Source: an optimization exercise on an open RTL-to-GDS flow (aim: small area and a short achievable clock period). Production flows keep margins and buffers that such runs may drop.
Where RTL was checked, it was by simulation tests only, not by an equivalence proof against the original.
Power and IR drop assume default switching activity.

## fano_decoder
module fano_decoder (
    input  logic       clk,
    input  logic       nlocal_rst,
    input  logic       i_vld,
    input  logic [1:0] i_branch,
    output logic       o_vld,
    output logic       o_dec_sym
);
    localparam int W = fano_pkg::WIN_LEN;
    localparam int R = fano_pkg::RX_LEN;
    localparam int M = fano_pkg::CODE_MEM;
    logic [R-1:0]   rx_d_q;      
    logic [R-1:0]   rx_p_q;      
    logic [R-1:0]   worse_q;
    logic [W-1:0]   dec_q;
    logic [M:0]     hist_q;      
    logic [R-1:0]   worse_n;
    logic [W-1:0]   dec_n;
    logic [M:0]     hist_n;
    function automatic logic pick_dec(logic [W-1:0] vec, logic [6:0] idx);
        pick_dec = (idx < 7'(W)) ? vec[idx[5:0]] : 1'b0;
    endfunction
    logic [4:0]   state_q;       
    logic [4:0]   state_n;
    logic signed [13:0] tq_q;        
    logic signed [15:0] t_q;
    logic signed [15:0] mc_q;
    logic signed [15:0] mp_q;
    logic signed [15:0] ms;          
    logic signed [15:0] mp_back;     
    logic signed [15:0] mp_upd;
    logic         ms_vld_q;
    logic         mp_vld_q;
    logic         calc_back_q;
    logic         norm_en_q;
    logic [7:0]   fwd_cnt_q;
    logic         t_up;
    logic         t_down;
    logic         metric_norm;
    logic         calc_fwd;
    logic         mv_fwd;
    logic         mv_back;
    logic         mv_invert;
    logic         mv_clear;
    logic         ms_ge_t_q;     
    logic         mp_ge_t_q;     
    logic         mc_lt_tp_q;    
    logic signed [16:0] d_q;     
    logic signed [15:0] sum;     
    logic         ms_ge_t;
    logic         mpb_ge_t;
    logic         t_norm_q;      
    logic         worse_f_q;     
    logic         fenc_vld_q;
    logic         benc_vld_q;
    logic         fbm_vld_q;
    logic         bbm_vld_q;
    logic         tap_q;         
    logic         v_rx_d_q;      
    logic         v_rx_p_q;
    logic         v_worse_q;
    logic         bm_pos_q;      
    logic         bm_n18_q;      
    logic         sym_q;         
    logic [R:0]   dp;            
    logic [7:0]   plo_q;
  ...
export LEC_CHECK = 0
export CAP_MARGIN = 20
export CORE_MARGIN = 2
export CORE_UTILIZATION = 40
export CTS_BUF_LIST = sky130_fd_sc_hd__clkbuf_16
export CTS_CLUSTER_DIAMETER = 100
export CTS_CLUSTER_SIZE = 20
export SETUP_SLACK_MARGIN = 4.5
export SLEW_MARGIN = 20
create_clock -name core_clock -period 7.0 [get_ports {clk}]
run.sh (not shown) runs the stock make flow with config.mk's settings and CLKGATE_MAP_FILE= SYNTH_SCRIPT=/design/flow/synth_recipe.tcl, a recipe that flattens the netlist after the stock synthesis.
Change:
--- a/flow/design.v
+++ b/flow/design.v
@@ -297,41 +297,52 @@
     logic       sat;         
     logic       p39;
     logic       p38;
     assign sat = dp[40];
     assign p39 = dp[39];
     assign p38 = dp[38];
     logic [M:0]   hist_nv, hist_v;
     logic         refill;        
-    logic         pm1, pz, pp1, pp2;       
-    logic         p_up, p_dn;              
-    logic [7:0]   plo_n;
-    logic [5:0]   phi_n;
+    logic [7:0]   plo_n, plo_nv, plo_v;
+    logic [5:0]   phi_n, phi_nv, phi_v;
+    logic [7:0]   plo_dn, plo_up, plo_up2;
+    logic         v_hold, v_up2;
+    assign plo_dn  = {plo_q[0], plo_q[7:1]};
+    assign plo_up  = {plo_q[6:0], plo_q[7]};
+    assign plo_up2 = {plo_q[5:0], plo_q[7:6]};
     always_comb begin
-        pm1 = 1'b0; pz = 1'b0; pp1 = 1'b0; pp2 = 1'b0;
-        if (i_vld) begin
-            if (sat) begin
-                if (mv_fwd) pm1 = 1'b1;
-                else pz = 1'b1;
-            end else if (mv_fwd) pz = 1'b1;
-            else if (mv_back && !p39) pp2 = 1'b1;
-            else pp1 = 1'b1;
+        if (mv_fwd) begin
+            plo_nv = plo_dn;
+            phi_nv = plo_q[0] ? {1'b0, phi_q[5:1]} : phi_q;
+        end else if (mv_back && !sat) begin
+            plo_nv = plo_up;
+            phi_nv = plo_q[7] ? {phi_q[4:0], 1'b0} : phi_q;
         end else begin
-            if (mv_fwd) pm1 = 1'b1;
-            else if (mv_back && !sat) pp1 = 1'b1;
-            else pz = 1'b1;
+            plo_nv = plo_q;
+            phi_nv = phi_q;
+        end
+        v_hold = sat | mv_fwd;
+        v_up2  = mv_back & ~p39;
+        if (sat && mv_fwd) begin
+            plo_v = plo_dn;
+            phi_v = {1'b0, phi_q[5:1]};
+        end else if (v_hold) begin
+            plo_v = plo_q;
+            phi_v = phi_q;
+        end else if (v_up2) begin
+            plo_v = plo_up2;
+            phi_v = (plo_q[6] | plo_q[7]) ? {phi_q[4:0], 1'b0} : phi_q;
+        end else begin
+            plo_v = plo_up;
+            phi_v = plo_q[7] ? {phi_q[4:0], 1'b0} : phi_q;
         end
-        for (int i = 0; i < 8; i++)
-            plo_n[i] = (pm1 & plo_q[(i + 1) % 8]) | (pz & plo_q[i]) |
-                       (pp1 & plo_q[(i + 7) % 8]) | (pp2 & plo_q[(i + 6) % 8]);
-        p_up  = (pp1 & plo_q[7]) | (pp2 & (plo_q[6] | plo_q[7]));
-        p_dn  = pm1 & plo_q[0];
-        phi_n = p_up ? {phi_q[4:0], 1'b0} : (p_dn ? {1'b0, phi_q[5:1]} : phi_q);
     end
+    assign plo_n = i_vld ? plo_v : plo_nv;
+    assign phi_n = i_vld ? phi_v : phi_nv;
     logic [W-1:0] dec_w;
     logic [R-1:0] worse_w;
     always_comb begin
         dec_w   = dec_q;
         worse_w = worse_q;
         for (int i = 0; i < R; i++) begin
             if (mv_fwd && dp[i+1]) dec_w[i] = sym_q;
             if ((mv_invert || mv_clear) && dp[i+1]) worse_w[i] = mv_invert;
Outcome:
- The changed run produced a clean layout
- utilization is lower by 0.35 points
- worst setup slack degrades by 0.018 ns
- first-iteration DRC count came out higher by 5.0%
- final area climbs by 1.8%
- global-route usage is higher by 0.33 points
- area after synthesis went up by 2.5%
- via count is higher by 3.4%
- die area increases by 2.4%
- clock power stays flat
The RTL of the second run of this note was laid out without a check of its function.

-- separate check: timing with driven ports --
The flow's constraints put no driver on any port. The routed layouts listed below were extracted and timed again, unchanged, in two steps. Step 1 sets driving cells, clkbuf_16 on the clock port and buf_2 on the other inputs (assumed; they add their load-dependent delay and slew). Step 2 adds t to the input delays and takes it off the output delays; t is the mean of the earliest and latest rising clock arrival at the registers after step 1. Input paths then give back, and output paths get back, about the clock's delay inside the block. Slacks: ideal ports / drivers / drivers and shift; pairs: ideal ports / drivers.
run	t (ns)	slack for setup (ns)	slew at the worst register clock pin (ns)
the first run	0.602	4.453 / 4.399 / 3.827	0.09 / 0.09
the second run	0.598	4.435 / 4.374 / 3.776	0.09 / 0.09
After both steps setup and hold are still met in every run listed. For the second run, which loses most, drivers alone change the setup slack by -0.061 ns; drivers and shift together by -0.659 ns.
